This design comes from an exercise in tuning for small area on the open sky130 flow, not from production work.
RTL that was checked went through simulation tests only; none was proved equivalent to the original.
No functional check of the RTL was part of run 7.
Power is estimated from default activity; no workload was simulated.

File: flow/config.mk
export PLATFORM = sky130hd
export DESIGN_NAME = isolated_plus_pattern_counter
export DESIGN_NICKNAME = isolated_plus_pattern_counter
export VERILOG_FILES = /design/flow/design.v
export SDC_FILE = /design/flow/constraint.sdc
export NUM_CORES = 4
export LEC_CHECK = 0
export CAP_MARGIN = 20
export CORE_MARGIN = 2
export CORE_UTILIZATION = 60
export CTS_BUF_LIST = sky130_fd_sc_hd__clkbuf_8
export CTS_CLUSTER_DIAMETER = 60
export CTS_CLUSTER_SIZE = 18
export SLEW_MARGIN = 20
File: flow/constraint.sdc
create_clock -name core_clock -period 8.0 [get_ports {clk}]
set_input_delay 1.6000 -clock core_clock [delete_from_list [all_inputs] [get_ports {clk}]]
set_output_delay 1.6000 -clock core_clock [all_outputs]
set_load 0.01 [all_outputs]
File: flow/design.v
package ippc_pkg;
  localparam logic [2:0] ST_Q = 3'b000;
  localparam logic [2:0] ST_N = 3'b001;
  localparam logic [2:0] ST_A = 3'b011;
  localparam logic [2:0] ST_B = 3'b101;
  localparam logic [2:0] ST_P = 3'b111;
  function automatic logic [5:0] grp_enc(input logic [11:0] s);
    grp_enc[0] = (s[6] && !s[8] && !s[9]) || (!s[2] && !s[3] && !s[6] && s[9] && !s[10]) || (s[3] && !s[4] && !s[9]) || (s[3] && !s[4] && !s[5] && s[10]) || (s[4] && s[9] && !s[10]) || (s[7]) || (!s[3] && !s[10] && s[11]) || (s[5] && !s[10] && !s[11]) || (s[2] && s[10] && !s[11]);
    grp_enc[1] = !((!s[7] && !s[9]) || (!s[2] && !s[3] && s[9] && !s[10] && !s[11]) || (!s[2] && s[3] && !s[4] && s[11]) || (s[2] && !s[3] && s[11]) || (s[4] && !s[10] && !s[11]));
    grp_enc[2] = (s[6] && !s[8]) || (s[5]) || (s[3] && !s[4] && s[11]) || (s[7]) || (s[1] && !s[3] && !s[8] && !s[9]);
    grp_enc[3] = (s[0] && !s[2] && !s[3] && !s[8]) || (!s[0] && s[3] && !s[4] && !s[5]) || (s[1]) || (s[5] && s[6]) || (!s[0] && s[8]) || (s[2] && !s[6] && !s[9]);
    grp_enc[4] = (s[0] && !s[1] && !s[3] && !s[8]) || (s[2]) || (s[4]) || (s[5]) || (s[1] && !s[6] && !s[9]);
    grp_enc[5] = !((!s[0]) || (!s[1] && !s[2] && !s[3] && !s[8]));
  endfunction
  function automatic logic [11:0] grp_dec(input logic [5:0] c);
    grp_dec[0] = (c[5]) || (c[3] && c[4]);
    grp_dec[1] = !((!c[5]) || (!c[3]) || (c[0] && c[2] && c[4]) || (!c[0] && !c[1] && !c[2] && c[4]));
    grp_dec[2] = !((!c[5]) || (!c[4]) || (!c[1] && c[2] && c[3]));
    grp_dec[3] = !((!c[3] && !c[4] && !c[5]) || (!c[3] && c[4] && c[5]) || (c[3] && !c[4] && c[5]) || (c[3] && c[4] && !c[5]) || (!c[0] && !c[1] && !c[2] && !c[4]) || (!c[0] && !c[1] && c[4] && c[5]));
    grp_dec[4] = (!c[2] && !c[3] && c[4] && !c[5]) || (c[0] && c[2] && c[3] && c[4] && c[5]);
    grp_dec[5] = (c[2] && !c[3] && c[4] && !c[5]) || (c[0] && c[2] && c[3] && c[4] && c[5]);
    grp_dec[6] = !((c[1] && !c[2]) || (c[0] && !c[2]) || (!c[3] && c[4] && !c[5]) || (!c[0] && c[3] && c[4] && c[5]) || (!c[2] && !c[3] && !c[5]) || (!c[2] && c[4] && !c[5]) || (!c[0] && !c[1] && c[2] && c[3] && !c[4] && !c[5]) || (!c[0] && !c[1] && c[2] && !c[3] && !c[4] && c[5]));
    grp_dec[7] = !((!c[2]) || (!c[1]) || (!c[0]) || (!c[3] && c[4] && !c[5]));
    grp_dec[8] = (!c[0] && !c[1] && !c[2] && !c[3] && c[5]) || (!c[0] && !c[1] && !c[2] && c[3] && !c[4]) || (c[0] && c[1] && c[2] && c[3] && !c[4] && !c[5]);
    grp_dec[9] = !((!c[0] && !c[1] && !c[2]) || (c[0] && !c[1] && c[2]) || (c[0] && c[2] && c[5]) || (!c[1] && c[3] && c[4] && c[5]) || (c[0] && c[2] && c[3] && c[4]) || (c[0] && c[2] && !c[3] && !c[4]) || (!c[1] && !c[2] && c[3] && !c[4] && !c[5]) || (!c[1] && !c[2] && !c[3] && !c[4] && c[5]));
    grp_dec[10] = (!c[0] && c[1] && c[4] && !c[5]) || (!c[0] && c[1] && !c[3] && !c[5]) || (!c[0] && c[1] && c[3] && !c[4] && c[5]) || (c[0] && c[1] && !c[2] && c[4] && c[5]) || (c[0] && c[1] && !c[3] && !c[4] && c[5]) || (c[0] && c[1] && !c[2] && c[3] && !c[4] && !c[5]) || (!c[0] && !c[1] && c[2] && !c[3] && c[4] && c[5]);
    grp_dec[11] = !((!c[0] && !c[2]) || (c[0] && c[2]) || (!c[1] && c[3] && c[4]) || (c[1] && !c[3] && c[5]) || (!c[1] && !c[2] && !c[5]) || (!c[1] && c[3] && c[5]) || (c[1] && c[3] && !c[4] && !c[5]) || (c[0] && !c[3] && !c[4] && c[5]) || (!c[2] && c[3] && c[4] && c[5]) || (!c[1] && !c[3] && !c[4] && !c[5]) || (c[1] && c[2] && !c[3] && c[4]));
  endfunction
endpackage
module isolated_plus_pattern_counter (
  input  logic        clk,
  input  logic        rst,
  input  logic        psel,
  input  logic        penable,
  input  logic        pwrite,
  input  logic [2:0]  paddr,
  input  logic [31:0] pwdata,
  output logic [31:0] prdata,
  output logic        pready,
  input  logic        in_valid,
  output logic        in_ready,
  input  logic        cell_is_one,
  output logic        out_valid,
  input  logic        out_ready,
  output logic [19:0] plus_count
);
  logic [10:0] grid_rows;
  logic [10:0] grid_cols;
  logic        cfg_write;
  assign pready    = 1'b1;
  assign cfg_write = psel && penable && pwrite;
  always_ff @(posedge clk) begin
    if (rst) begin
      grid_rows <= 11'd1024;
      grid_cols <= 11'd1024;
    end else if (cfg_write) begin
      if (paddr[2]) grid_cols <= pwdata[10:0];
      else          grid_rows <= pwdata[10:0];
    end
  end
  assign prdata = {21'd0, paddr[2] ? grid_cols : grid_rows};
  logic [9:0] col_last;
  logic [9:0] row_last;
  always_comb begin
    if (grid_cols[10])            col_last = 10'h3ff;
    else if (grid_cols[9:0] == 0) col_last = 10'd0;
    else                          col_last = grid_cols[9:0] - 10'd1;
    if (grid_rows[10])            row_last = 10'h3ff;
    else if (grid_rows[9:0] == 0) row_last = 10'd0;
    else                          row_last = grid_rows[9:0] - 10'd1;
  end
  logic [9:0] col;
  logic [9:0] row;
  logic       pend;
  logic       accept;
  logic       at_last_col;
  logic       at_last_row;
  logic       at_first_row;
  logic       frame_end;
  logic [1:0] k;         
  logic       col_ge1;
  logic       col_ge2;
  assign at_last_col  = col == col_last;
  assign at_last_row  = row == row_last;
  assign at_first_row = row == 10'd0;
  assign frame_end    = at_last_col && at_last_row;
  assign k            = col_last[1:0] - col[1:0];
  assign col_ge1      = col != 10'd0;
  assign col_ge2      = col[9:1] != 9'd0;
  always_ff @(posedge clk) begin
    if (rst || cfg_write) begin
      col <= '0;
      row <= '0;
    end else if (accept) begin
      if (at_last_col) begin
        col <= '0;
        row <= at_last_row ? 10'd0 : row + 10'd1;
      end else begin
        col <= col + 10'd1;
      end
    end
  end
  logic w1, w2, w3, w4;
  always_ff @(posedge clk) begin
    if (rst || cfg_write) begin
      {w4, w3, w2, w1} <= '0;
    end else if (accept) begin
      if (at_last_col) {w4, w3, w2, w1} <= '0;
      else             {w4, w3, w2, w1} <= {w3, w2, w1, cell_is_one};
    end
  end
  localparam int NSEG = 8;
  logic [5:0]  st_head;
  logic [5:0]  seg_in [NSEG+1];
  logic [5:0]  st_out;
  logic        st_shift;
  logic [5:0]  st_new;
  always_ff @(posedge clk) begin
    if (st_shift) st_head <= st_new;
  end
  assign seg_in[NSEG] = st_head;
  for (genvar i = NSEG - 1; i >= 0; i--) begin : g_seg
    localparam int LEN = 1 << i;
    logic [6*LEN-1:0] sr;
    always_ff @(posedge clk) begin
      if (st_shift) begin
        if (LEN == 1) sr <= seg_in[i+1];
        else          sr <= {sr[6*LEN-7:0], seg_in[i+1]};
      end
    end
    assign seg_in[i] = col_last[2+i] ? sr[6*LEN-1 -: 6] : seg_in[i+1];
  end
  assign st_out = seg_in[0];
  logic [11:0] old_grp;
  assign old_grp = at_first_row ? 12'h000 : ippc_pkg::grp_dec(st_out);
  function automatic logic [3:0] step(input logic [2:0] s, input logic a, input logic b,
                                      input logic c, input logic d, input logic e,
                                      input logic last_row);
    logic t, h, hit;
    logic [2:0] ns;
    t = !b && c && !d;
    h = !a && b && c && d && !e;
    hit = 1'b0;
    if (!c) begin
      ns  = ippc_pkg::ST_Q;
      hit = s == ippc_pkg::ST_B;
    end else if (s == ippc_pkg::ST_P && t) begin
      ns  = ippc_pkg::ST_B;
      hit = last_row;
    end else if (s == ippc_pkg::ST_A && h) begin
      ns  = ippc_pkg::ST_P;
    end else if (s == ippc_pkg::ST_Q && t) begin
      ns  = ippc_pkg::ST_A;
    end else begin
      ns  = ippc_pkg::ST_N;
    end
    step = {hit, ns};
  endfunction
  logic [1:0] pos;         
  logic [2:0] old_main;
  logic [3:0] upd_main;    
  logic [3:0] upd_x1;      
  logic [2:0] new_x0;      
  logic       hit_main;
  logic       hit_x1;
  assign pos      = {k[1], !k[0]};
  assign old_main = old_grp[3*pos +: 3];
  assign upd_main = step(old_main, w4, w3, w2, w1, cell_is_one, at_last_row);
  assign upd_x1   = step(old_grp[8:6], w3, w2, w1, cell_is_one, 1'b0, at_last_row);
  assign new_x0   = cell_is_one ? ippc_pkg::ST_N : ippc_pkg::ST_Q;
  assign hit_main = upd_main[3] && col_ge2;
  assign hit_x1   = upd_x1[3] && col_ge1 && at_last_col;
  logic [2:0]  hold0, hold1, hold2;
  logic [11:0] grp_new;
  assign st_shift = accept && (at_last_col || (col_ge2 && k == 2'd2));
  assign grp_new  = {at_last_col ? new_x0        : upd_main[2:0],
                     at_last_col ? upd_x1[2:0]   : hold2,
                     at_last_col ? upd_main[2:0] : hold1,
                     hold0};
  assign st_new   = ippc_pkg::grp_enc(grp_new);
  always_ff @(posedge clk) begin
    if (rst || cfg_write) begin
      hold0 <= ippc_pkg::ST_Q;
      hold1 <= ippc_pkg::ST_Q;
      hold2 <= ippc_pkg::ST_Q;
    end else if (accept) begin
      if (st_shift) begin
        hold0 <= ippc_pkg::ST_Q;
        hold1 <= ippc_pkg::ST_Q;
        hold2 <= ippc_pkg::ST_Q;
      end else begin
        if (pos == 2'd0) hold0 <= upd_main[2:0];
        if (pos == 2'd1) hold1 <= upd_main[2:0];
        if (pos == 2'd2) hold2 <= upd_main[2:0];
      end
    end
  end
  logic [17:0] count;
  logic        hold_in;
  logic        taken;
  logic        valid_next;
  assign plus_count = {2'b00, count};
  assign in_ready   = !hold_in;
  assign accept     = in_valid && !hold_in;
  assign taken      = out_valid && out_ready;
  always_comb begin
    if (out_valid) valid_next = !taken || pend || (accept && frame_end);
    else           valid_next = accept && frame_end;
  end
  always_ff @(posedge clk) begin
    if (rst) begin
      count     <= '0;
      pend      <= 1'b0;
      out_valid <= 1'b0;
      hold_in   <= 1'b0;
    end else begin
      out_valid <= valid_next;
      hold_in   <= valid_next && !out_ready;
      if (out_valid) begin
        if (taken) begin
          count <= '0;
          pend  <= 1'b0;
        end else if (accept && frame_end) begin
          pend  <= 1'b1;
        end
      end else if (cfg_write) begin
        count <= '0;
      end else if (accept) begin
        count <= count + 18'(hit_main) + 18'(hit_x1);
      end
    end
  end
endmodule
File: flow/run.sh
#!/bin/bash
# synth_recipe.tcl (not shown) runs the flow's synth.tcl, then flattens the netlist and writes it again
# the make line also repeats each setting of config.mk as NAME=value (left out here)
make -C /OpenROAD-flow-scripts/flow DESIGN_CONFIG=/design/flow/config.mk WORK_HOME=/design/flow/orfs CLKGATE_MAP_FILE= SYNTH_SCRIPT=/design/flow/synth_recipe.tcl finish
==> results of run 1 <==
cell usage after synthesis (all sizes together) (19+ instances only):
library cell,number
nand2,128
inv,27
a21oi,69
dfxtp,76
edfxtp,1536
o21ai,43
nand4,19
buf,39
xor2,27
mux2,26
nand3,41
nor2,107
nor3,28
clkbuf,28
routing by layer:
| metal | share of wire | up-vias | track usage |
|---|---|---|---|
| li1 | - | 9778 | - |
| met1 | 0.51 | 10802 | 0.273 |
| met2 | 0.43 | 429 | 0.226 |
| met3 | 0.044 | 107 | 0.0294 |
| met4 | 0.022 | 0 | 0.0457 |
| met5 | 0 | - | 0 |
worst paths after layout:
path / start / to / cells past startpoint / slack [ns]
setup reg to reg: grid_cols[5] / count[16] / 26 / 0.65
hold / removal: g_seg[7].sr[173] / g_seg[7].sr[179] / 0 / 0.40
hold reg to reg: g_seg[7].sr[173] / g_seg[7].sr[179] / 0 / 0.40
setup / recovery: grid_cols[5] / count[16] / 26 / 0.65
logic make-up (layout without fill, tap and decap cells):
kind of cell / Yosys count / in the layout / share of synthesized area
flip-flops: 1612 / 1612 / 0.902
AND/OR/NAND/NOR: 419 / 419 / 0.0393
AO/OA/AOI/OAI: 232 / 232 / 0.0321
buffers and inverters: 94 / 264 / 0.00900
XOR/XNOR: 45 / 45 / 0.00746
multiplexers: 36 / 36 / 0.00743
adder cells (fa/ha/maj): 12 / 12 / 0.00298
other: 2 / 26 / 0.000142
metrics by stage:
step	instances	hold slack (ns)	area (um2)	setup WS, ns	power, W
5_1_grt	3801	0.402	56800	0.162	0.0137
2_1_floorplan	2474	0.400	53000	-17.97	0.00961
4_1_cts	3798	0.405	56700	0.689	0.0134
3_3_place_gp	3640	0.401	54800	0.770	0.00957
6_report	3801	0.401	56800	0.647	0.0132
3_5_place_dp	3640	0.405	54800	0.761	0.00958
registers in the layout, indices dropped and copies added (netlist names), 3 cells and up:
| signal | flops |
|---|---|
| row | 10 |
| hold1 | 3 |
| g_seg.sr | 1530 |
| hold0 | 3 |
| col | 10 |
| count | 18 |
| st_head | 6 |
| grid_cols | 11 |
| hold2 | 3 |
| grid_rows | 11 |
cell usage in the layout, fill, tap and decap left out, types with 6 or more instances in the layout:
cell / n
a21oi_1: 66
a22oi_1: 12
a31oi_1: 14
and2_1: 7
and3_1: 16
buf_4: 23
clkbuf_8: 107
clkdlybuf4s50_1: 50
clkinv_1: 9
clkinvlp_4: 10
conb_1: 24
dfxtp_1: 74
edfxtp_1: 1536
ha_1: 10
inv_1: 35
inv_2: 6
mux2_2: 26
mux2i_1: 10
nand2_1: 127
nand2b_1: 7
nand3_1: 41
nand4_1: 19
nor2_1: 104
nor3_1: 24
nor3b_1: 8
nor4_1: 11
o21a_1: 12
o21ai_0: 32
o21ai_1: 9
o31ai_1: 7
or2_2: 7
or3_1: 13
xnor2_1: 16
xor2_1: 27
critical path, delay by kind of cell, from the launching register on:
family                   cells  cell delay [ns]
AO/OA/AOI/OAI                9             3.19
adder cells (fa/ha/maj)      2             0.59
buffers and inverters        2             0.24
flip-flops                   1             0.44
AND/OR/NAND/NOR             13             2.76
power groups by stage:
stage | Sequential (W) | Clock [W] | Combinational [W]
floorplan | 0.00945 | 0 | 0.000158
global placement | 0.00937 | 0 | 0.000206
detailed placement | 0.00937 | 0 | 0.000211
CTS | 0.00918 | 0.00399 | 0.000211
global route | 0.00918 | 0.00427 | 0.000233
finish | 0.00918 | 0.00379 | 0.000212
layout make-up:
type / instances / area share
sequential: 1612 / 0.839
multi-input combinational: 768 / 0.0858
antenna: 2 / 0.0000881
clock buffer: 107 / 0.0259
clock inverter: 51 / 0.00762
inverter: 27 / 0.00190
timing repair buffer: 79 / 0.0139
tap: 1155 / 0.0255
==> impl_metrics.env, run 1 <==
export IMPL_postCtsSetupBuffers=0
export IMPL_clock_latency_ns=0.77
export IMPL_drt_wl_total_um=73800
export IMPL_pin_count=98
export IMPL_antenna_left=0
export IMPL_cts_root_buf="clkbuf_8"
export IMPL_drive_gt1_frac=0.0934
export IMPL_rows=108
export IMPL_post_drt_via_cell_ratio=5.56
export IMPL_crit_path_end_kind="register"
export IMPL_port_buffers=50
export IMPL_cp_slowest_cell="or4_4"
export IMPL_yosys_warnings=2
export IMPL_intPower_w=0.0106
export IMPL_avgSynthCellArea_um2=21.6
export IMPL_synth_edff_count=1536
export IMPL_grt_total_usage=0.164
export IMPL_max_freq_ghz=0.136
export IMPL_start_kind="register"
export IMPL_die_x_um=301
export IMPL_die_h_um=301
export IMPL_cp_arrival_ns=7.99
export IMPL_final_util=0.652
export IMPL_path_class="register to register"
export IMPL_min_path_type="register to register"
export IMPL_cpMostUsedCell="and3_1"
export IMPL_setup_violations=0
export IMPL_cp_max_fo=13
export IMPL_worstMarginPinSlew_ns=1.07
export IMPL_netlist_area_leader_share=0.873
export IMPL_yosys_area_top_type="edfxtp_1"
export IMPL_seqPwrFrac=0.696
export IMPL_grt_pass1_vias=20260
export IMPL_grt_overflow=0
export IMPL_peakVddDrop_mv=0.167
export IMPL_initial_core_util=0.607
export IMPL_grt_pass1_wl_um=115000
export IMPL_synth_area_um2=52800
export IMPL_fillers=5717
export IMPL_cts_tree="done"
export IMPL_clk_pin_slew_ns=0.11
export IMPL_seq_area_frac_synth=0.902
export IMPL_switchingPower_w=0.00253
export IMPL_synth_cells=2452
export IMPL_vias=21116
export IMPL_antenna_found_initial=4
export IMPL_worstPathRequired_ns=8.64
export IMPL_clock_sinks=1612
export IMPL_finalMaxSlewViolations=0
export IMPL_pwr_share_clk=0.288
export IMPL_htreeDepth=3
export IMPL_ys_ff_latch=1612
export IMPL_drt_pass1_iter_count=5
export IMPL_rsz0062_at_grt="no"
export IMPL_p_comb_frac=0.016
export IMPL_finalCritPeriodShare=0.919
export IMPL_synthDistinctLibCells=98
export IMPL_drtIter0Drc=1944
export IMPL_cts_resized=0
export IMPL_layout_nets=2650
export IMPL_cts_hold_fix_buffers=0
export IMPL_routabilityCongestion=0.832
export IMPL_max_stage_delay_ns=0.62
export IMPL_cts_made_buffers=107
export IMPL_worst_clock_skew_ns=0.0330
export IMPL_cts_buffer_depth=3
export IMPL_grt_max_degree=216
export IMPL_synth_async_reset_ratio=0
export IMPL_multi_input_area_um2=4870
export IMPL_coreArea_um2=87000
export IMPL_p_leak_nw=15.5
export IMPL_area_delta_synth_final_pct=7.44
export IMPL_hold_viol=0
export IMPL_p_sw_frac=0.192
export IMPL_relSlewSlack=0.290
export IMPL_power_density_nw_per_um2=232
export IMPL_synth_ff_type="edfxtp_1"
export IMPL_synthTopCellsByArea="edfxtp_1, dfxtp_1, nand2_1"
export IMPL_dieArea_um2=90500
export IMPL_finalSetupTns_ns=0
export IMPL_fin_crit_ns=7.35
export IMPL_drv_cap=0
export IMPL_status="complete, no violations"
export IMPL_routedWlPerCell_um=19.4
export IMPL_dpl_hpwl_um=41800
export IMPL_drc=0
export IMPL_ff_latch_area_um2=47700
==> inputs of run 2 (changes only) <==
--- a/flow/design.v
+++ b/flow/design.v
@@ -59,18 +59,19 @@
     end
   end
   assign prdata = {21'd0, paddr[2] ? grid_cols : grid_rows};
-  logic [9:0] col_last;
-  logic [9:0] row_last;
+  logic [9:0]  col_last;
+  logic [10:0] row_count;
   always_comb begin
     if (grid_cols[10])            col_last = 10'h3ff;
     else if (grid_cols[9:0] == 0) col_last = 10'd0;
     else                          col_last = grid_cols[9:0] - 10'd1;
-    if (grid_rows[10])            row_last = 10'h3ff;
-    else if (grid_rows[9:0] == 0) row_last = 10'd0;
-    else                          row_last = grid_rows[9:0] - 10'd1;
+    if (grid_rows[10])            row_count = 11'd1024;
+    else if (grid_rows[9:0] == 0) row_count = 11'd1;
+    else                          row_count = grid_rows;
   end
   logic [9:0] col;
   logic [9:0] row;
+  logic [10:0] row_inc;
   logic       pend;
   logic       accept;
   logic       at_last_col;
@@ -81,7 +82,8 @@
   logic       col_ge1;
   logic       col_ge2;
   assign at_last_col  = col == col_last;
-  assign at_last_row  = row == row_last;
+  assign row_inc      = {1'b0, row} + 11'd1;
+  assign at_last_row  = row_inc == row_count;
   assign at_first_row = row == 10'd0;
   assign frame_end    = at_last_col && at_last_row;
   assign k            = col_last[1:0] - col[1:0];
@@ -94,7 +96,7 @@
     end else if (accept) begin
       if (at_last_col) begin
         col <= '0;
-        row <= at_last_row ? 10'd0 : row + 10'd1;
+        row <= at_last_row ? 10'd0 : row_inc[9:0];
       end else begin
         col <= col + 10'd1;
       end
==> flow/flow/run.sh (new file) <==
#!/bin/bash
set -euo pipefail
export CTS_ARGS="-sink_clustering_enable -repair_clock_nets -sink_clustering_size 30 -sink_clustering_max_diameter 70 -buf_list sky130_fd_sc_hd__clkbuf_16 -dont_use_dummy_load"
export BUFFER_PORTS_ARGS="-buffer_cell sky130_fd_sc_hd__buf_1"
bash standard.sh > standard.log 2>&1
==> flow/standard.sh (new file) <==
#!/bin/bash
# synth_recipe.tcl (not shown) runs the flow's synth.tcl, then flattens the netlist and writes it again
# the make line also repeats each setting of config.mk as NAME=value (left out here)
make -C /OpenROAD-flow-scripts/flow DESIGN_CONFIG=/design/flow/config.mk WORK_HOME=/design/flow/orfs CLKGATE_MAP_FILE= SYNTH_SCRIPT=/design/flow/synth_recipe.tcl "${@:-finish}"
removed: flow/run.sh
==> run 2 against run 1 <==
Compared with the run above: synthesized cell count barely moved; die area decreased by 0.24%; final area down 1.3%; final cell count down 2.9%; critical path type unchanged; routed wire length is 4.4% lower; sequential power about the same; combinational power down about 20%; sequential share of layout area up 1.1 points; fmax up 12%.
==> impl_metrics.env, run 2 <==
export IMPL_synth_edff_count=1536
export IMPL_clock_sinks=1612
export IMPL_avgSynthCellArea_um2=21.5
export IMPL_p_leak_nw=15.3
export IMPL_drt_wl_total_um=70500
export IMPL_area_delta_synth_final_pct=6.28
export IMPL_drv_cap=0
export IMPL_fillers=5713
export IMPL_setup_violations=0
export IMPL_routedWlPerCell_um=19.1
export IMPL_antenna_found_initial=2
export IMPL_cts_resized=0
export IMPL_dieArea_um2=90300
export IMPL_clk_pin_slew_ns=0.11
export IMPL_post_place_ws_ns=1.50
export IMPL_pin_count=98
export IMPL_routabilityCongestion=0.884
export IMPL_peakVddDrop_mv=0.220
export IMPL_layout_nets=2593
export IMPL_most_common_layout_cells="edfxtp_1, nand2_1, nor2_1"
export IMPL_drc=0
export IMPL_finalCritPeriodShare=0.823
export IMPL_rows=108
export IMPL_synth_async_reset_ratio=0
export IMPL_crit_path_end_kind="register"
export IMPL_vias=20692
export IMPL_drtIter0Drc=2107
export IMPL_yosys_warnings=2
export IMPL_relSlewSlack=0.267
export IMPL_path_delay_family="compound AO/OA/AOI/OAI gates"
export IMPL_grt_max_degree=210
export IMPL_worstMarginPinSlew_ns=1.10
export IMPL_drive_gt1_frac=0.0579
export IMPL_synth_area_um2=52700
export IMPL_initial_core_util=0.607
export IMPL_cts_root_buf="clkbuf_16"
export IMPL_grt_pass1_wl_um=110000
export IMPL_yosys_area_top_type="edfxtp_1"
export IMPL_postCtsSetupBuffers=0
export IMPL_path_class="register to register"
export IMPL_status="complete, no violations"
export IMPL_die_h_um=300
export IMPL_synth_ff_type="edfxtp_1"
export IMPL_finalMaxSlewViolations=0
export IMPL_cts_hold_fix_buffers=0
export IMPL_cp_arrival_ns=7.03
export IMPL_cts_tree="done"
export IMPL_critPathBufInv=5
export IMPL_min_path_type="register to register"
export IMPL_grt_pass1_vias=19276
export IMPL_max_freq_ghz=0.152
export IMPL_die_x_um=300
export IMPL_port_buffers=50
export IMPL_synthDistinctLibCells=94
export IMPL_cts_buffer_depth=3
export IMPL_power_density_nw_per_um2=234
export IMPL_post_synth_most_frequent_cells="edfxtp_1, nand2_1, nor2_1"
export IMPL_rsz0062_at_grt="no"
export IMPL_reg_top3="g_seg.sr: 1530 flops, count: 18 flops"
export IMPL_top_register="g_seg.sr"
export IMPL_setup_ws_ns=1.42
export IMPL_worstPathRequired_ns=8.45
export IMPL_drt_pass1_iter_count=5
export IMPL_fin_crit_ns=6.58
export IMPL_dpl_hpwl_um=39100
export IMPL_cts_made_buffers=69
export IMPL_post_drt_via_cell_ratio=5.60
export IMPL_htreeDepth=3
export IMPL_netlist_area_leader_share=0.875
export IMPL_cp_slowest_cell="a211oi_1"
export IMPL_largest_register_ffs=1530
export IMPL_grt_total_usage=0.157
export IMPL_final_common_cell="edfxtp_1"
export IMPL_cp_max_fo=14
export IMPL_start_kind="register"
export IMPL_grt_overflow=0
export IMPL_seq_area_frac_synth=0.904
export IMPL_synth_cells=2451
export IMPL_max_stage_delay_ns=0.69
export IMPL_antenna_left=0
export IMPL_finalSetupTns_ns=0
export IMPL_ys_ff_latch=1612
export IMPL_worst_clock_skew_ns=0.0844
export IMPL_n_antenna_cell=0
export IMPL_hold_viol=0
export IMPL_coreArea_um2=86900
export IMPL_synthTopCellsByArea="edfxtp_1, dfxtp_1, nand2_1"
export IMPL_clock_latency_ns=0.65
export IMPL_yosys_cell_count_top_type="edfxtp_1"
[run 2: cell count changes in the layout (fill, tap and decap cells not counted), sizes merged, moves of 10 or more]
cell / delta
buf: +49
clkbuf: -38
clkinvlp: -10
nor2: -16
clkdlybuf4s50: -50
clkinv: -16
inv: -17
[run 2: power by group]
part           leakage, nW  switching (W)  internal [W]
sequential            12.5      0.0000201       0.00916
combinational         1.92       0.000126     0.0000442
clock                0.850        0.00220       0.00156
[run 2: cell type report]
class / count / area [um2] / share of cell area
Multi-Input combinational cell: 748 / 4610 / 0.0822
Inverter: 30 / 119 / 0.00212
Sequential cell: 1612 / 47600 / 0.850
Timing Repair Buffer: 78 / 485 / 0.00866
Clock buffer: 69 / 1730 / 0.0308
Tap cell: 1155 / 1450 / 0.0258
[run 2: through the flow]
stage | cell area [um2] | hold slack [ns] | total power [W] | instances | utilization
after floorplan | 52800 | 0.400 | 0.00959 | 2473 | -
after global placement | 54300 | 0.401 | 0.00954 | 3623 | 0.625
after detailed placement | 54300 | 0.405 | 0.00954 | 3623 | 0.625
after CTS | 56000 | 0.375 | 0.0133 | 3692 | 0.645
after global routing | 56000 | 0.381 | 0.0136 | 3692 | 0.645
final | 56000 | 0.378 | 0.0131 | 3692 | 0.645
[run 2: path summary, 6_finish.rpt]
path	from	endpoint	slack, ns	depth (start not counted)
setup / recovery	grid_cols[0]	count[8]	1.42	26
hold / removal	g_seg[3].sr[1]	g_seg[3].sr[7]	0.38	0
setup reg to reg	grid_cols[0]	count[8]	1.42	26
hold reg to reg	g_seg[3].sr[1]	g_seg[3].sr[7]	0.38	0
[run 2: cells by family after synthesis]
kind of cell	synth area share
other cells	0.000142
flops	0.904
xor+xnor	0.00748
compound gates	0.0322
fa+ha+maj	0.00275
buf+inv	0.0107
simple gates	0.0371
mux	0.00593
[run 2: routing by layer]
metal,global-route usage,part of all wire
met1,0.269,0.51
met2,0.211,0.42
met3,0.0257,0.043
met4,0.0396,0.021
met5,0,0
==> inputs of run 3 (changes only) <==
==> flow/flow/run.sh (replaced) <==
#!/bin/bash
set -euo pipefail
export CTS_ARGS="-sink_clustering_enable -repair_clock_nets -sink_clustering_size 18 -sink_clustering_max_diameter 60 -buf_list sky130_fd_sc_hd__clkbuf_8 -dont_use_dummy_load"
export BUFFER_PORTS_ARGS="-buffer_cell sky130_fd_sc_hd__buf_1"
bash standard.sh > standard.log 2>&1
==> flow/config.mk (replaced) <==
export PLATFORM = sky130hd
export DESIGN_NAME = isolated_plus_pattern_counter
export DESIGN_NICKNAME = isolated_plus_pattern_counter
export VERILOG_FILES = /design/flow/design.v
export SDC_FILE = /design/flow/constraint.sdc
export NUM_CORES = 4
export LEC_CHECK = 0
export CAP_MARGIN = 0
export CORE_MARGIN = 2
export CORE_UTILIZATION = 60
export SLEW_MARGIN = 0
==> run 3 against run 2 <==
Compared with the run above: core utilization decreased by 0.27 points; non-clock buffer count stayed put; clock skew grew 0.025 ns; critical path depth did not move; still clean; sequential power hardly changed; first-iteration DRC count fell by 3.3%; area after synthesis stayed put; sequential cell count stayed put; die area unchanged.
==> impl_metrics.env, run 3 <==
export IMPL_grt_overflow=0
export IMPL_synthDistinctLibCells=94
export IMPL_yosys_warnings=2
export IMPL_largest_register_ffs=1530
export IMPL_met3_usage=0.0278
export IMPL_seq_area_frac_synth=0.904
export IMPL_post_drt_via_cell_ratio=5.58
export IMPL_rows=108
export IMPL_finalMaxSlewViolations=0
export IMPL_dpl_hpwl_um=39100
export IMPL_drv_cap=0
export IMPL_cts_made_buffers=108
export IMPL_die_h_um=300
export IMPL_min_path_type="register to register"
export IMPL_drc=0
export IMPL_drive_gt1_frac=0.0722
export IMPL_design_area_um2=55800
export IMPL_synth_area_um2=52700
export IMPL_layout_nets=2632
export IMPL_p_leak_nw=15.2
export IMPL_clk_pin_slew_ns=0.12
export IMPL_port_buffers=50
export IMPL_antenna_left=0
export IMPL_cts_resized=0
export IMPL_cts_buffer_depth=3
export IMPL_path_class="register to register"
export IMPL_synth_cells=2451
export IMPL_timing_reg2reg_worst_path_depth=26
export IMPL_dpl_cell_area_um2=54300
export IMPL_avgSynthCellArea_um2=21.5
export IMPL_pin_count=98
export IMPL_worstPathRequired_ns=8.59
export IMPL_top_usage_layer="met1"
export IMPL_synth_ff_type="edfxtp_1"
export IMPL_setup_violations=0
export IMPL_finalCritPeriodShare=0.822
export IMPL_status="complete, no violations"
export IMPL_clock_latency_ns=0.77
export IMPL_ys_ff_latch=1612
export IMPL_initial_core_util=0.607
export IMPL_peakVddDrop_mv=0.164
export IMPL_postCtsSetupBuffers=0
export IMPL_cp_arrival_ns=7.16
export IMPL_die_x_um=300
export IMPL_routedWlPerCell_um=19.0
export IMPL_synthTopCellsByArea="edfxtp_1, dfxtp_1, nand2_1"
export IMPL_netlist_area_leader_share=0.875
export IMPL_cts_tree="done"
export IMPL_power_density_nw_per_um2=229
export IMPL_reg_top3="g_seg.sr: 1530 flops, count: 18 flops"
export IMPL_antenna_found_initial=4
export IMPL_grt_pass1_wl_um=111000
export IMPL_drt_wl_total_um=71000
export IMPL_rsz0062_at_grt="no"
export IMPL_clock_sinks=1612
export IMPL_yosys_area_top_type="edfxtp_1"
export IMPL_htreeDepth=3
export IMPL_relSlewSlack=0.137
export IMPL_drt_pass1_iter_count=6
export IMPL_top_register="g_seg.sr"
export IMPL_post_synth_most_frequent_cells="edfxtp_1, nand2_1, nor2_1"
export IMPL_worst_clock_skew_ns=0.110
export IMPL_crit_path_end_kind="register"
export IMPL_dieArea_um2=90300
export IMPL_total_power_w=0.0128
export IMPL_worstMarginPinSlew_ns=1.28
export IMPL_ff_latch_area_um2=47600
export IMPL_cts_hold_fix_buffers=0
export IMPL_start_kind="register"
export IMPL_vias=20827
export IMPL_most_common_layout_cells="edfxtp_1, nand2_1, clkbuf_8"
export IMPL_grt_max_degree=210
export IMPL_synth_async_reset_ratio=0
export IMPL_use_met1=0.273
export IMPL_drtIter0Drc=2037
export IMPL_multi_input_area_um2=4610
export IMPL_grtUsageMet2=0.206
export IMPL_coreArea_um2=86900
export IMPL_cts_root_buf="clkbuf_8"
export IMPL_fin_crit_ns=6.58
export IMPL_grt_pass1_vias=19692
export IMPL_finalSetupTns_ns=0
export IMPL_synth_edff_count=1536
export IMPL_cp_max_fo=14
export IMPL_max_freq_ghz=0.152
export IMPL_routabilityCongestion=0.884
export IMPL_grt_total_usage=0.158
export IMPL_yosys_cell_count_top_type="edfxtp_1"
export IMPL_hold_depth=0
export IMPL_fillers=5748
export IMPL_area_delta_synth_final_pct=5.83
export IMPL_hold_viol=0
export IMPL_final_common_cell="edfxtp_1"
run 3: changes by cell type in the layout (fill, tap and decap cells not counted), sizes merged:
cell,delta
clkbuf,+39
diode,+1
run 3: final timing paths:
check / from / end / slack, ns
hold / removal: g_seg[7].sr[14] / g_seg[7].sr[20] / 0.35
setup reg to reg: grid_cols[0] / count[8] / 1.42
setup / recovery: grid_cols[0] / count[8] / 1.42
hold reg to reg: g_seg[7].sr[14] / g_seg[7].sr[20] / 0.35
run 3: worst max-delay path, cell delays in order, from the launching register on:
cell and delay, ns:
dfxtp_1 0.37, inv_1 0.12, ha_1 0.22, nor4b_1 0.40
a2111oi_0 0.19, a211oi_1 0.72, buf_4 0.32, nand4_1 0.11
a21oi_1 0.26, o21ba_1 0.49, inv_4 0.17, ha_1 0.28
inv_1 0.08, nor3_1 0.05, o2111ai_1 0.27, o311a_1 0.28
nand2_1 0.11, nor2_1 0.11, a21oi_1 0.05, or3_1 0.42
fa_1 0.41, inv_1 0.07, ha_1 0.21, and3_1 0.26
a31oi_1 0.11, o21ai_0 0.23, o21ai_0 0.15
run 3: final cells by class:
class	instances	area share
flip-flops and latches	1612	0.854
multi-input cells	748	0.0826
clock buffers	108	0.0266
well taps	1155	0.0259
repair buffers	78	0.00870
inverters	30	0.00213
diodes	1	0.0000449
run 3: kinds of logic after synthesis:
logic type	Yosys count	share of synthesized area
and+or+nand+nor	391	0.0371
adders and majority gates	11	0.00275
buffers and inverters	113	0.0107
xor gates and xnor gates	45	0.00748
muxes	29	0.00593
DFF	1612	0.904
other	2	0.000142
AOI/OAI and AO/OA	248	0.0322
run 3: power breakdown:
group | internal, W | leakage (nW) | switching, W
clock | 0.00121 | 0.777 | 0.00222
sequential | 0.00916 | 12.5 | 0.0000201
combinational | 0.0000442 | 1.92 | 0.000126
total | 0.0104 | 15.2 | 0.00236
run 3: per-layer routing:
metal,share of wire,vias up,wire (um)
met5,0,-,0
met4,0.022,0,1560
met3,0.049,116,3460
met2,0.41,436,29500
met1,0.51,10590,36600
li1,-,9685,-
run 3: through the flow:
step                worst slack, ns  hold WS [ns]  instances   util
detailed placement             1.50         0.405       3623  0.625
floorplan                    -18.33         0.400       2473      -
global route                  0.920         0.355       3732  0.642
CTS                            1.48         0.349       3731  0.642
global placement               1.72         0.401       3623  0.625
finish                         1.42         0.350       3732  0.642
==> inputs of run 4 (changes only) <==
--- a/flow/config.mk
+++ b/flow/config.mk
@@ -5,7 +5,10 @@
 export SDC_FILE = /design/flow/constraint.sdc
 export NUM_CORES = 4
 export LEC_CHECK = 0
-export CAP_MARGIN = 0
+export CAP_MARGIN = 20
 export CORE_MARGIN = 2
 export CORE_UTILIZATION = 60
-export SLEW_MARGIN = 0
+export CTS_BUF_LIST = sky130_fd_sc_hd__clkbuf_8
+export CTS_CLUSTER_DIAMETER = 60
+export CTS_CLUSTER_SIZE = 18
+export SLEW_MARGIN = 20
==> run 4 against run 3 <==
Compared with the run above: still clean on timing, DRC and antenna; core utilization did not move; sequential cell count did not move; total power did not move; routed wire length barely moved; area after synthesis did not move; clock power barely moved; register-to-register slack barely moved; combinational power barely moved; via count barely moved; worst hold slack did not move; sequential share of layout area did not move; final cell count did not move; critical endpoint is now count[9]; largest power group unchanged; highest routed layer unchanged.
==> impl_metrics.env, run 4 <==
export IMPL_routedWlPerCell_um=19.0
export IMPL_synth_cells=2451
export IMPL_max_freq_ghz=0.152
export IMPL_yosys_warnings=2
export IMPL_grt_overflow=0
export IMPL_whs_ns=0.350
export IMPL_fin_crit_ns=6.57
export IMPL_synth_ff_type="edfxtp_1"
export IMPL_yosys_area_top_type="edfxtp_1"
export IMPL_drt_pass1_iter_count=5
export IMPL_largest_register_ffs=1530
export IMPL_drtIter0Drc=2037
export IMPL_min_path_type="register to register"
export IMPL_vias=20833
export IMPL_synth_area_um2=52700
export IMPL_port_buffers=50
export IMPL_synthTopCellsByArea="edfxtp_1, dfxtp_1, nand2_1"
export IMPL_area_delta_synth_final_pct=5.83
export IMPL_cp_arrival_ns=7.15
export IMPL_start_kind="register"
export IMPL_final_common_cell="edfxtp_1"
export IMPL_grt_max_degree=210
export IMPL_cts_made_buffers=108
export IMPL_power_density_nw_per_um2=229
export IMPL_die_h_um=300
export IMPL_post_drt_via_cell_ratio=5.58
export IMPL_setup_violations=0
export IMPL_peakVddDrop_mv=0.164
export IMPL_pin_count=98
export IMPL_die_x_um=300
export IMPL_path_class="register to register"
export IMPL_synth_async_reset_ratio=0
export IMPL_most_common_layout_cells="edfxtp_1, nand2_1, clkbuf_8"
export IMPL_rows=108
export IMPL_htreeDepth=3
export IMPL_antenna_left=0
export IMPL_drc=0
export IMPL_status="complete, no violations"
export IMPL_grt_total_usage=0.158
export IMPL_coreArea_um2=86900
export IMPL_relSlewSlack=0.255
export IMPL_clock_sinks=1612
export IMPL_netlist_area_leader_share=0.875
export IMPL_worstPathRequired_ns=8.58
export IMPL_antenna_found_initial=4
export IMPL_p_leak_nw=15.2
export IMPL_finalSetupTns_ns=0
export IMPL_grt_pass1_wl_um=111000
export IMPL_routabilityCongestion=0.884
export IMPL_clk_pin_slew_ns=0.10
export IMPL_cts_buffer_depth=3
export IMPL_drt_wl_total_um=71000
export IMPL_yosys_cell_count_top_type="edfxtp_1"
export IMPL_seq_area_frac_synth=0.904
export IMPL_clock_latency_ns=0.77
export IMPL_setup_ws_ns=1.43
export IMPL_hold_viol=0
export IMPL_initial_core_util=0.607
export IMPL_synthDistinctLibCells=94
export IMPL_top_register="g_seg.sr"
export IMPL_cts_tree="done"
export IMPL_reg_top3="g_seg.sr: 1530 flops, count: 18 flops"
export IMPL_cts_root_buf="clkbuf_8"
export IMPL_postCtsSetupBuffers=0
export IMPL_drv_cap=0
export IMPL_post_place_ws_ns=1.50
export IMPL_synth_edff_count=1536
export IMPL_finalMaxSlewViolations=0
export IMPL_cp_max_fo=14
export IMPL_worst_clock_skew_ns=0.110
export IMPL_cts_hold_fix_buffers=0
export IMPL_ys_ff_latch=1612
export IMPL_layout_nets=2632
export IMPL_worstMarginPinSlew_ns=1.12
export IMPL_dpl_hpwl_um=39100
export IMPL_drive_gt1_frac=0.0722
export IMPL_grt_pass1_vias=19692
export IMPL_cts_resized=0
export IMPL_post_synth_most_frequent_cells="edfxtp_1, nand2_1, nor2_1"
export IMPL_avgSynthCellArea_um2=21.5
export IMPL_dieArea_um2=90300
export IMPL_crit_path_end_kind="register"
export IMPL_finalCritPeriodShare=0.821
export IMPL_rsz0062_at_grt="no"
## run 4: cell counts after synthesis
Identical to the previous run, type by type.
## run 4: final timing paths
check                                       end  cells after the start       startpoint  slack (ns)
worst max-delay path                   count[9]                     25     grid_cols[0]        1.43
worst min-delay path            g_seg[7].sr[20]                      0  g_seg[7].sr[14]        0.35
worst max register to register         count[9]                     25     grid_cols[0]        1.43
worst min register to register  g_seg[7].sr[20]                      0  g_seg[7].sr[14]        0.35
## run 4: cell type report
type / instances / area [um2]
flip-flops and latches: 1612 / 47600
clock buffers: 108 / 1490
diodes: 1 / 2.50
repair buffers: 78 / 485
inverters: 30 / 119
well taps: 1155 / 1450
multi-input cells: 748 / 4610
fillers: 5748 / 31100
## run 4: stage by stage
stage                     utilization  area, um2  total power [W]  cells
final                           0.642      55800           0.0128   3732
after global placement          0.625      54300          0.00954   3623
after floorplan                     -      52800          0.00959   2473
after CTS                       0.642      55800           0.0130   3731
after detailed placement        0.625      54300          0.00954   3623
after global routing            0.642      55800           0.0133   3732
## run 4: worst max-delay path, stage by stage (launching register included)
cell and delay, ns:
dfxtp_1 0.37, inv_1 0.12, ha_1 0.22, nor4b_1 0.40, a2111oi_0 0.19, a211oi_1 0.72, buf_4 0.32, nand4_1 0.11
a21oi_1 0.26, o21ba_1 0.49, inv_4 0.18, ha_1 0.28, inv_1 0.08, nor3_1 0.05, o2111ai_1 0.27, o311a_1 0.28
nand2_1 0.11, nor2_1 0.11, a21oi_1 0.05, or3_1 0.42, fa_1 0.41, nor2b_1 0.15, and2_1 0.25, nand2_1 0.16
or3_1 0.33, a21oi_1 0.14
## run 4: power breakdown
part | switching [W] | internal (W)
logic | 0.000126 | 0.0000442
clock network | 0.00221 | 0.00121
registers | 0.0000201 | 0.00916
total | 0.00236 | 0.0104
## run 4: per-layer routing
metal | track usage | up-vias | share of wire
li1 | - | 9685 | -
met2 | 0.206 | 439 | 0.41
met1 | 0.273 | 10593 | 0.51
met5 | 0 | - | 0
met4 | 0.0504 | 0 | 0.022
met3 | 0.0278 | 116 | 0.049
## run 4: cells by family (layout without fill, tap and decap cells)
group                      after synthesis  in the layout  synth area share
AOI/OAI and AO/OA                      248            248            0.0322
xor gates and xnor gates                45             45           0.00748
adders and majority gates               11             11           0.00275
buffers and inverters                  113            216            0.0107
DFF                                   1612           1612             0.904
muxes                                   29             29           0.00593
other                                    2             25          0.000142
and+or+nand+nor                        391            391            0.0371
==> inputs of run 5 (changes only) <==
==> flow/flow/run.sh (replaced) <==
#!/bin/bash
set -euo pipefail
export CTS_ARGS="-sink_clustering_enable -repair_clock_nets -sink_clustering_size 20 -sink_clustering_max_diameter 50 -buf_list sky130_fd_sc_hd__clkbuf_8 -dont_use_dummy_load"
export BUFFER_PORTS_ARGS="-buffer_cell sky130_fd_sc_hd__buf_1"
bash standard.sh > standard.log 2>&1
--- a/flow/config.mk
+++ b/flow/config.mk
@@ -8,7 +8,5 @@
 export CAP_MARGIN = 20
 export CORE_MARGIN = 2
 export CORE_UTILIZATION = 60
-export CTS_BUF_LIST = sky130_fd_sc_hd__clkbuf_8
-export CTS_CLUSTER_DIAMETER = 60
-export CTS_CLUSTER_SIZE = 18
+export PLACE_DENSITY = 0.75
 export SLEW_MARGIN = 20
==> run 5 against run 4 <==
Compared with the run above: still clean; area after synthesis unchanged; combinational power about the same; sequential share of layout area decreased by 0.17 points; final area increased by 0.20%.
==> impl_metrics.env, run 5 <==
export IMPL_drc=0
export IMPL_routedWlPerCell_um=19.8
export IMPL_worst_clock_skew_ns=0.150
export IMPL_finalMaxSlewViolations=0
export IMPL_finalSetupTns_ns=0
export IMPL_synthAdderAreaFrac=0.00275
export IMPL_grt_total_usage=0.162
export IMPL_grt_pass1_vias=19971
export IMPL_hold_viol=0
export IMPL_reg_top3="g_seg.sr: 1530 flops, count: 18 flops"
export IMPL_synth_area_um2=52700
export IMPL_cp_arrival_ns=7.35
export IMPL_pin_count=98
export IMPL_worstMarginPinSlew_ns=1.02
export IMPL_cts_resized=0
export IMPL_synthTopCellsByArea="edfxtp_1, dfxtp_1, nand2_1"
export IMPL_htreeDepth=3
export IMPL_ff_latch_area_um2=47600
export IMPL_cts_root_buf="clkbuf_8"
export IMPL_seq_area_frac_synth=0.904
export IMPL_grt_overflow=0
export IMPL_die_h_um=300
export IMPL_critPathBufInv=4
export IMPL_initial_core_util=0.607
export IMPL_min_delay_start="g_seg[4].sr[17]"
export IMPL_yosys_area_top_type="edfxtp_1"
export IMPL_multi_input_area_um2=4600
export IMPL_synth_xor_area_frac=0.00748
export IMPL_start_kind="register"
export IMPL_finalCritPeriodShare=0.848
export IMPL_worstPathRequired_ns=8.56
export IMPL_synth_edff_count=1536
export IMPL_peakVddDrop_mv=0.204
export IMPL_path_class="register to register"
export IMPL_path_delay_family="compound AO/OA/AOI/OAI gates"
export IMPL_final_common_cell="edfxtp_1"
export IMPL_cts_buffer_depth=3
export IMPL_dpl_cell_area_um2=54300
export IMPL_fillers=5444
export IMPL_cp_slowest_cell="a211oi_1"
export IMPL_crit_path_start="grid_cols[0]"
export IMPL_muxShareOfSynthArea=0.00593
export IMPL_antenna_left=0
export IMPL_cts_tree="done"
export IMPL_synthSimpleGateAreaFrac=0.0371
export IMPL_routabilityCongestion=0.860
export IMPL_clock_sinks=1612
export IMPL_relSlewSlack=0.317
export IMPL_synth_compound_area_frac=0.0322
export IMPL_status="complete, no violations"
export IMPL_worstReg2RegStart="grid_cols[0]"
export IMPL_post_drt_via_cell_ratio=5.66
export IMPL_top_register="g_seg.sr"
export IMPL_avgSynthCellArea_um2=21.5
export IMPL_clock_latency_ns=0.80
export IMPL_synth_top_family_by_area="simple AND/OR/NAND/NOR gates"
export IMPL_clk_pin_slew_ns=0.10
export IMPL_coreArea_um2=86900
export IMPL_most_common_layout_cells="edfxtp_1, nand2_1, clkbuf_8"
export IMPL_rows=108
export IMPL_rsz0062_at_grt="no"
export IMPL_grt_max_degree=187
export IMPL_postCtsSetupBuffers=0
export IMPL_design_area_um2=55900
export IMPL_synth_cells=2451
export IMPL_drt_wl_total_um=73900
export IMPL_yosys_warnings=2
export IMPL_crit_path_end_kind="register"
export IMPL_synthDistinctLibCells=94
export IMPL_fin_crit_ns=6.79
export IMPL_antenna_found_initial=3
export IMPL_max_freq_ghz=0.147
export IMPL_setup_violations=0
export IMPL_cts_hold_fix_buffers=0
export IMPL_ys_ff_latch=1612
export IMPL_power_density_nw_per_um2=230
export IMPL_largest_register_ffs=1530
export IMPL_drive_gt1_frac=0.0740
export IMPL_area_delta_synth_final_pct=6.04
export IMPL_synth_ff_type="edfxtp_1"
export IMPL_cts_made_buffers=115
export IMPL_cp_max_fo=14
export IMPL_yosys_cell_count_top_type="edfxtp_1"
export IMPL_p_leak_nw=15.3
export IMPL_dieArea_um2=90300
export IMPL_dpl_hpwl_um=41700
export IMPL_vias=21161
export IMPL_min_path_type="register to register"
export IMPL_post_synth_most_frequent_cells="edfxtp_1, nand2_1, nor2_1"
export IMPL_synth_async_reset_ratio=0
export IMPL_layout_nets=2637
export IMPL_die_x_um=300
export IMPL_drv_cap=0
export IMPL_final_util=0.643
export IMPL_max_stage_delay_ns=0.82
export IMPL_drt_pass1_iter_count=5
export IMPL_grt_pass1_wl_um=114000
export IMPL_port_buffers=50
export IMPL_netlist_area_leader_share=0.875
export IMPL_drtIter0Drc=2374
## run 5: cell type report
class | instances | area share
antenna | 1 | 0.0000448
clock buffer | 115 | 0.0283
inverter | 30 | 0.00213
multi-input combinational | 748 | 0.0823
sequential | 1612 | 0.852
tap | 1155 | 0.0258
timing repair buffer | 76 | 0.00911
## run 5: final timing paths
path / end / slack [ns] / cells past startpoint
worst min-delay path: g_seg[4].sr[23] / 0.33 / 0
worst max register to register: count[8] / 1.21 / 25
worst min register to register: g_seg[4].sr[23] / 0.33 / 0
worst max-delay path: count[8] / 1.21 / 25
## run 5: stage by stage
step / power, W / setup slack (ns) / instances / hold WS, ns
detailed placement: 0.00954 / 1.42 / 3621 / 0.405
floorplan: 0.00959 / -18.33 / 2473 / 0.400
global placement: 0.00954 / 1.47 / 3620 / 0.400
CTS: 0.0130 / 1.38 / 3736 / 0.319
finish: 0.0128 / 1.21 / 3737 / 0.327
global route: 0.0133 / 0.753 / 3737 / 0.321
## run 5: cells by family (layout without fill, tap and decap cells)
kind of cell,count (synthesis),in the layout
mux,29,29
xor+xnor,45,45
fa+ha+maj,11,11
flops,1612,1612
simple gates,391,391
compound gates,248,248
other cells,2,25
buf+inv,113,221
## run 5: report_power, final
group	total [W]	internal (W)	switching, W
Combinational	0.000170	0.0000444	0.000126
Sequential	0.00918	0.00916	0.0000207
Clock	0.00349	0.00128	0.00221
Total	0.0128	0.0105	0.00236
## run 5: per-layer routing
layer	GRT usage	share of wire	wire, um	vias up
li1	-	-	-	9727
met1	0.264	0.48	35200	10704
met2	0.229	0.44	32800	605
met3	0.0307	0.060	4400	123
met4	0.0421	0.020	1460	2
met5	0	0.00018	13	-
==> inputs of run 6 (changes only) <==
==> flow/flow/run.sh (replaced) <==
#!/bin/bash
set -euo pipefail
export CTS_ARGS="-sink_clustering_enable -repair_clock_nets -sink_clustering_size 22 -sink_clustering_max_diameter 45 -buf_list sky130_fd_sc_hd__clkbuf_8 -dont_use_dummy_load"
export BUFFER_PORTS_ARGS="-buffer_cell sky130_fd_sc_hd__buf_1"
bash standard.sh > standard.log 2>&1
--- a/flow/config.mk
+++ b/flow/config.mk
@@ -8,5 +8,5 @@
 export CAP_MARGIN = 20
 export CORE_MARGIN = 2
 export CORE_UTILIZATION = 60
-export PLACE_DENSITY = 0.75
+export PLACE_DENSITY = 0.85
 export SLEW_MARGIN = 20
==> run 6 against run 5 <==
Compared with the run above: still clean on timing, DRC and antenna; core utilization is 0.065 points higher; sequential cell count stayed put; sequential power hardly changed; final cell count is 0.11% higher; non-clock buffer count is 1 lower; worst hold slack better by 0.0047 ns; die area stayed put; fmax is 0.44% lower; clock-buffer cell count is 5 higher; clock skew is 0.017 ns lower; first-iteration DRC count is 9.8% higher; area after synthesis stayed put.
==> impl_metrics.env, run 6 <==
export IMPL_status="complete, no violations"
export IMPL_vias=21338
export IMPL_finalCritPeriodShare=0.852
export IMPL_synth_ff_type="edfxtp_1"
export IMPL_yosys_cell_count_top_type="edfxtp_1"
export IMPL_grt_total_usage=0.175
export IMPL_postCtsSetupBuffers=0
export IMPL_most_common_layout_cells="edfxtp_1, clkbuf_8, nand2_1"
export IMPL_synth_edff_count=1536
export IMPL_use_met1=0.262
export IMPL_drive_gt1_frac=0.0754
export IMPL_cp_arrival_ns=7.46
export IMPL_initial_core_util=0.607
export IMPL_path_cells="inv_1 > ha_1 > nor4b_1 > a211oi_1 > or2_1 > a31oi_1 > a21oi_1 > o21ba_1 > inv_4 > ha_1 > inv_1 > nor3_1 > o2111ai_1 > o311a_1 > nand2_1 > nor2_1 > a21oi_1 > or3_1 > fa_1 > nor2b_1 > and2_1 > nand2_1 > or3_1 > a21oi_1"
export IMPL_multi_input_area_um2=4600
export IMPL_yosys_warnings=2
export IMPL_worstMarginPinSlew_ns=1.21
export IMPL_crit_path_end_kind="register"
export IMPL_cpMostUsedCell="a21oi_1"
export IMPL_clk_pin_slew_ns=0.10
export IMPL_pin_count=98
export IMPL_cts_made_buffers=120
export IMPL_ys_ff_latch=1612
export IMPL_grt_pass1_vias=20548
export IMPL_ff_latch_area_um2=47600
export IMPL_die_x_um=300
export IMPL_cp_slowest_cell="a211oi_1"
export IMPL_grt_overflow=0
export IMPL_synthDistinctLibCells=94
export IMPL_path_delay_family="compound AO/OA/AOI/OAI gates"
export IMPL_antenna_left=0
export IMPL_dpl_hpwl_um=46900
export IMPL_p_leak_nw=15.3
export IMPL_dpl_cell_area_um2=54300
export IMPL_synth_cells=2451
export IMPL_drv_cap=0
export IMPL_total_power_w=0.0129
export IMPL_worst_clock_skew_ns=0.133
export IMPL_reg_top3="g_seg.sr: 1530 flops, count: 18 flops"
export IMPL_post_synth_most_frequent_cells="edfxtp_1, nand2_1, nor2_1"
export IMPL_post_drt_via_cell_ratio=5.70
export IMPL_grtUsageMet2=0.273
export IMPL_cts_hold_fix_buffers=0
export IMPL_clock_sinks=1612
export IMPL_max_stage_delay_ns=0.88
export IMPL_relSlewSlack=0.195
export IMPL_final_util=0.644
export IMPL_finalMaxSlewViolations=0
export IMPL_drtIter0Drc=2607
export IMPL_port_buffers=50
export IMPL_start_kind="register"
export IMPL_top_usage_layer="met2"
export IMPL_dieArea_um2=90300
export IMPL_netlist_area_leader_share=0.875
export IMPL_seq_area_frac_synth=0.904
export IMPL_finalSetupTns_ns=0
export IMPL_max_freq_ghz=0.147
export IMPL_design_area_um2=56000
export IMPL_rsz0062_at_grt="no"
export IMPL_worstPathRequired_ns=8.64
export IMPL_htreeDepth=3
export IMPL_synth_async_reset_ratio=0
export IMPL_cts_root_buf="clkbuf_8"
export IMPL_layout_nets=2641
export IMPL_cts_buffer_depth=3
export IMPL_cp_max_fo=14
export IMPL_path_class="register to register"
export IMPL_synthTopCellsByArea="edfxtp_1, dfxtp_1, nand2_1"
export IMPL_drc=0
export IMPL_grt_pass1_wl_um=120000
export IMPL_yosys_area_top_type="edfxtp_1"
export IMPL_routedWlPerCell_um=21.4
export IMPL_rows=108
export IMPL_cts_resized=0
export IMPL_peakVddDrop_mv=0.180
export IMPL_critPathBufInv=3
export IMPL_fin_crit_ns=6.82
export IMPL_area_delta_synth_final_pct=6.15
export IMPL_drt_pass1_iter_count=5
export IMPL_met3_usage=0.0322
export IMPL_coreArea_um2=86900
export IMPL_grt_max_degree=220
export IMPL_routabilityCongestion=0.853
export IMPL_min_path_type="register to register"
export IMPL_power_density_nw_per_um2=231
export IMPL_final_common_cell="edfxtp_1"
export IMPL_die_h_um=300
export IMPL_synth_area_um2=52700
export IMPL_largest_register_ffs=1530
export IMPL_avgSynthCellArea_um2=21.5
export IMPL_hold_viol=0
export IMPL_drt_wl_total_um=80100
export IMPL_cts_tree="done"
export IMPL_clock_latency_ns=0.80
export IMPL_fillers=5334
export IMPL_setup_violations=0
export IMPL_antenna_found_initial=2
export IMPL_whs_ns=0.332
export IMPL_top_register="g_seg.sr"
==> run 6: layout make-up <==
class                      instances  area share
antenna                            1   0.0000447
clock buffer                     120      0.0295
inverter                          30     0.00212
multi-input combinational        748      0.0822
sequential                      1612       0.851
tap                             1155      0.0258
timing repair buffer              75     0.00888
==> run 6: cells by family (layout without fill, tap and decap cells) <==
| group | count (synthesis) | in the layout | share of synthesized area |
|---|---|---|---|
| adder cells (fa/ha/maj) | 11 | 11 | 0.00275 |
| AND/OR/NAND/NOR | 391 | 391 | 0.0371 |
| AO/OA/AOI/OAI | 248 | 248 | 0.0322 |
| flip-flops | 1612 | 1612 | 0.904 |
| buffers and inverters | 113 | 225 | 0.0107 |
| other | 2 | 25 | 0.000142 |
| multiplexers | 29 | 29 | 0.00593 |
| XOR/XNOR | 45 | 45 | 0.00748 |
==> run 6: metrics by stage <==
step | setup slack (ns) | cells
final | 1.18 | 3741
after global routing | 0.671 | 3741
after CTS | 1.33 | 3739
after detailed placement | 1.35 | 3619
after global placement | 1.52 | 3619
after floorplan | -18.33 | 2473
==> run 6: power breakdown <==
part / leakage [nW] / switching (W) / total [W] / internal [W]
Clock: 0.863 / 0.00222 / 0.00355 / 0.00133
Sequential: 12.5 / 0.0000219 / 0.00919 / 0.00916
Combinational: 1.91 / 0.000127 / 0.000171 / 0.0000441
Total: 15.3 / 0.00237 / 0.0129 / 0.0105
==> run 6: path summary, 6_finish.rpt <==
| path | slack (ns) | startpoint | cells after the start | to |
|---|---|---|---|---|
| hold reg to reg | 0.33 | g_seg[4].sr[21] | 0 | g_seg[4].sr[27] |
| setup / recovery | 1.18 | grid_cols[0] | 24 | count[9] |
| setup reg to reg | 1.18 | grid_cols[0] | 24 | count[9] |
| hold / removal | 0.33 | g_seg[4].sr[21] | 0 | g_seg[4].sr[27] |
==> run 6: metal layers <==
layer  vias up  share of wire
li1       9715              -
met2       673           0.48
met1     10801           0.44
met3       149          0.063
met5         -              0
met4         0          0.020
==> inputs of run 7 (changes only) <==
--- a/flow/design.v
+++ b/flow/design.v
@@ -111,26 +111,24 @@
       else             {w4, w3, w2, w1} <= {w3, w2, w1, cell_is_one};
     end
   end
-  localparam int NSEG = 8;
-  logic [5:0]  st_head;
+  localparam int NSEG = 7;
+  logic [11:0] st_head;
   logic [5:0]  seg_in [NSEG+1];
   logic [5:0]  st_out;
   logic        st_shift;
+  logic        st_pad;
   logic [5:0]  st_new;
   always_ff @(posedge clk) begin
-    if (st_shift) st_head <= st_new;
-  end
-  assign seg_in[NSEG] = st_head;
+    if (st_shift) st_head <= {st_head[5:0], st_new};
+  end
+  assign seg_in[NSEG] = st_head[11:6];
   for (genvar i = NSEG - 1; i >= 0; i--) begin : g_seg
-    localparam int LEN = 1 << i;
+    localparam int LEN = 2 << i;
     logic [6*LEN-1:0] sr;
     always_ff @(posedge clk) begin
-      if (st_shift) begin
-        if (LEN == 1) sr <= seg_in[i+1];
-        else          sr <= {sr[6*LEN-7:0], seg_in[i+1]};
-      end
-    end
-    assign seg_in[i] = col_last[2+i] ? sr[6*LEN-1 -: 6] : seg_in[i+1];
+      if (st_shift) sr <= {sr[6*LEN-7:0], seg_in[i+1]};
+    end
+    assign seg_in[i] = col_last[3+i] ? sr[6*LEN-1 -: 6] : seg_in[i+1];
   end
   assign st_out = seg_in[0];
   logic [11:0] old_grp;
@@ -171,10 +169,11 @@
   assign upd_x1   = step(old_grp[8:6], w3, w2, w1, cell_is_one, 1'b0, at_last_row);
   assign new_x0   = cell_is_one ? ippc_pkg::ST_N : ippc_pkg::ST_Q;
   assign hit_main = upd_main[3] && col_ge2;
-  assign hit_x1   = upd_x1[3] && col_ge1 && at_last_col;
+  assign hit_x1   = upd_x1[3] && col_ge2 && at_last_col;
   logic [2:0]  hold0, hold1, hold2;
   logic [11:0] grp_new;
-  assign st_shift = accept && (at_last_col || (col_ge2 && k == 2'd2));
+  assign st_pad   = !col_ge1 && !at_last_col && !col_last[2];
+  assign st_shift = accept && (at_last_col || st_pad || (col_ge2 && k == 2'd2));
   assign grp_new  = {at_last_col ? new_x0        : upd_main[2:0],
                      at_last_col ? upd_x1[2:0]   : hold2,
                      at_last_col ? upd_main[2:0] : hold1,
==> flow/flow/run.sh (replaced) <==
#!/bin/bash
set -euo pipefail
export CTS_ARGS="-sink_clustering_enable -repair_clock_nets -sink_clustering_size 18 -sink_clustering_max_diameter 60 -buf_list sky130_fd_sc_hd__clkbuf_8 -dont_use_dummy_load"
export BUFFER_PORTS_ARGS="-buffer_cell sky130_fd_sc_hd__buf_1"
bash standard.sh > standard.log 2>&1
--- a/flow/config.mk
+++ b/flow/config.mk
@@ -8,5 +8,7 @@
 export CAP_MARGIN = 20
 export CORE_MARGIN = 2
 export CORE_UTILIZATION = 60
-export PLACE_DENSITY = 0.85
+export CTS_BUF_LIST = sky130_fd_sc_hd__clkbuf_8
+export CTS_CLUSTER_DIAMETER = 60
+export CTS_CLUSTER_SIZE = 18
 export SLEW_MARGIN = 20
==> run 7 against run 6 <==
Compared with the run above: still clean on timing, DRC and antenna; core utilization hardly changed; setup slack worse by 0.53 ns; clock-buffer cell count is 10 lower; register-to-register slack worse by 0.53 ns; sequential power is 1% higher; sequential share of layout area hardly changed; combinational power is 44% higher; clock skew is 0.033 ns lower; area after synthesis hardly changed; final cell count is 0.59% higher; via count is 1.4% lower; largest cell class unchanged.
==> impl_metrics.env, run 7 <==
export IMPL_postCtsSetupBuffers=0
export IMPL_cp_arrival_ns=7.98
export IMPL_port_buffers=50
export IMPL_yosys_cell_count_top_type="edfxtp_1"
export IMPL_drv_cap=0
export IMPL_start_kind="register"
export IMPL_drtIter0Drc=2073
export IMPL_synth_xor_area_frac=0.00632
export IMPL_vias=21049
export IMPL_synthTopCellsByArea="edfxtp_1, dfxtp_1, nor2_1"
export IMPL_reg_top3="g_seg.sr: 1524 flops, count: 18 flops, st_head: 12 flops"
export IMPL_cts_hold_fix_buffers=0
export IMPL_synthDistinctLibCells=87
export IMPL_route_met3_wl_um=4140
export IMPL_post_place_ws_ns=0.867
export IMPL_finalCritPeriodShare=0.919
export IMPL_cts_root_buf="clkbuf_8"
export IMPL_max_freq_ghz=0.136
export IMPL_final_common_cell="edfxtp_1"
export IMPL_clock_sinks=1612
export IMPL_finalSetupTns_ns=0
export IMPL_post_synth_most_frequent_cells="edfxtp_1, nor2_1, nand2_1"
export IMPL_area_delta_synth_final_pct=6.21
export IMPL_peakVddDrop_mv=0.172
export IMPL_ys_ff_latch=1612
export IMPL_cts_made_buffers=110
export IMPL_synth_edff_count=1536
export IMPL_clk_pin_slew_ns=0.10
export IMPL_drt_pass1_iter_count=7
export IMPL_synth_async_reset_ratio=0
export IMPL_path_class="register to register"
export IMPL_yosys_area_top_type="edfxtp_1"
export IMPL_rows=108
export IMPL_hold_viol=0
export IMPL_synth_compound_area_frac=0.0322
export IMPL_top_layer="met5"
export IMPL_fillers=5739
export IMPL_coreArea_um2=86900
export IMPL_htreeDepth=3
export IMPL_grt_overflow=0
export IMPL_synthAdderAreaFrac=0.00275
export IMPL_drt_met1_wl_um=37900
export IMPL_synthSimpleGateAreaFrac=0.0379
export IMPL_avgSynthCellArea_um2=21.4
export IMPL_worst_clock_skew_ns=0.100
export IMPL_die_x_um=300
export IMPL_worstPathRequired_ns=8.64
export IMPL_wl_met2_um=31500
export IMPL_clock_latency_ns=0.77
export IMPL_initial_core_util=0.606
export IMPL_largest_register_ffs=1524
export IMPL_layout_nets=2658
export IMPL_status="complete, no violations"
export IMPL_relSlewSlack=0.305
export IMPL_cts_tree="done"
export IMPL_seq_area_frac_synth=0.904
export IMPL_worstMarginPinSlew_ns=1.04
export IMPL_grt_total_usage=0.168
export IMPL_setup_ws_ns=0.651
export IMPL_cp_max_fo=13
export IMPL_p_leak_nw=15.2
export IMPL_drc=0
export IMPL_dieArea_um2=90200
export IMPL_die_h_um=300
export IMPL_fin_crit_ns=7.35
export IMPL_drive_gt1_frac=0.0776
export IMPL_top_register="g_seg.sr"
export IMPL_crit_path_end_kind="register"
export IMPL_antenna_found_initial=4
export IMPL_finalMaxSlewViolations=0
export IMPL_yosys_warnings=2
==> run 7: changes by cell type after synthesis, moves of 7 or more <==
cell / previous run / this run
nor3_1: 30 / 21
nor2_1: 91 / 123
nand2b_1: 15 / 8
nand3_1: 32 / 42
o22ai_1: 10 / 3
nand4_1: 24 / 17
o21ai_0: 35 / 43
o211a_1: 0 / 8
inv_1: 27 / 35
buf_2: 14 / 7
a31oi_1: 21 / 14
==> run 7: logic make-up (layout without fill, tap and decap cells) <==
logic type                 count (synthesis)  after routing
other                                      2             30
DFF                                     1612           1612
muxes                                     29             29
AOI/OAI and AO/OA                        245            245
buffers and inverters                    110            227
and+or+nand+nor                          416            416
xor gates and xnor gates                  38             38
adders and majority gates                 11             11
==> run 7: area by class of cell <==
class	count	area, um2	share of cell area
Timing Repair Buffer	82	542	0.00968
Antenna cell	6	15.0	0.000268
Sequential cell	1612	47600	0.852
Clock buffer	110	1510	0.0271
Inverter	35	135	0.00241
Multi-Input combinational cell	763	4660	0.0832
Tap cell	1155	1450	0.0258
==> run 7: report_power, final <==
part	leakage [nW]	switching, W	internal (W)
registers	12.4	0.0000336	0.00925
clock network	0.791	0.00224	0.00123
logic	1.98	0.000191	0.0000550
total	15.2	0.00246	0.0105
==> run 7: final timing paths <==
| path | slack [ns] | startpoint | to | cells past startpoint |
|---|---|---|---|---|
| worst max-delay path | 0.65 | grid_cols[1] | count[14] | 26 |
| worst min-delay path | 0.35 | g_seg[6].sr[19] | g_seg[6].sr[25] | 0 |
| worst max register to register | 0.65 | grid_cols[1] | count[14] | 26 |
| worst min register to register | 0.35 | g_seg[6].sr[19] | g_seg[6].sr[25] | 0 |
==> run 7: per-stage QoR <==
stage / util / cells / hold WS, ns / total power, W / cell area (um2)
floorplan: - / 2485 / 0.400 / 0.00985 / 52900
global placement: 0.626 / 3646 / 0.400 / 0.00971 / 54400
detailed placement: 0.626 / 3646 / 0.405 / 0.00972 / 54400
CTS: 0.644 / 3756 / 0.336 / 0.0132 / 55900
global route: 0.644 / 3758 / 0.352 / 0.0135 / 55900
finish: 0.644 / 3763 / 0.352 / 0.0130 / 56000
==> run 7: critical path: stages, from the launching register on <==
cell and delay [ns]:
dfxtp_2 0.38, inv_2 0.09, ha_4 0.16, nor4b_1 0.68, a2111oi_1 0.17, o311a_1 0.43
a221o_1 0.35, a221o_1 0.39, nor2_1 0.72, nor2_1 0.08, a2111oi_0 0.69, a311o_1 0.26
nand3_1 0.16, nor3_1 0.20, o211ai_1 0.18, fa_1 0.47, inv_1 0.10, ha_1 0.16
and3_1 0.19, and3_1 0.20, and3_1 0.21, and3_1 0.22, and2_1 0.19, nand3_1 0.11
nor2_1 0.13, nor2_1 0.06, a311oi_1 0.27
==> run 7: routing by layer <==
metal,vias up,global-route usage
met2,433,0.228
met3,128,0.0309
li1,9715,-
met4,2,0.0540
met1,10771,0.278
met5,-,0

Check on run 7: ideal ports give 0.651 ns setup slack; a clkbuf_16 on the clock port and buf_2 on the inputs give 0.651 ns; moving port delays by the midpoint clock arrival (0.792 ns) as well gives 0.651 ns.
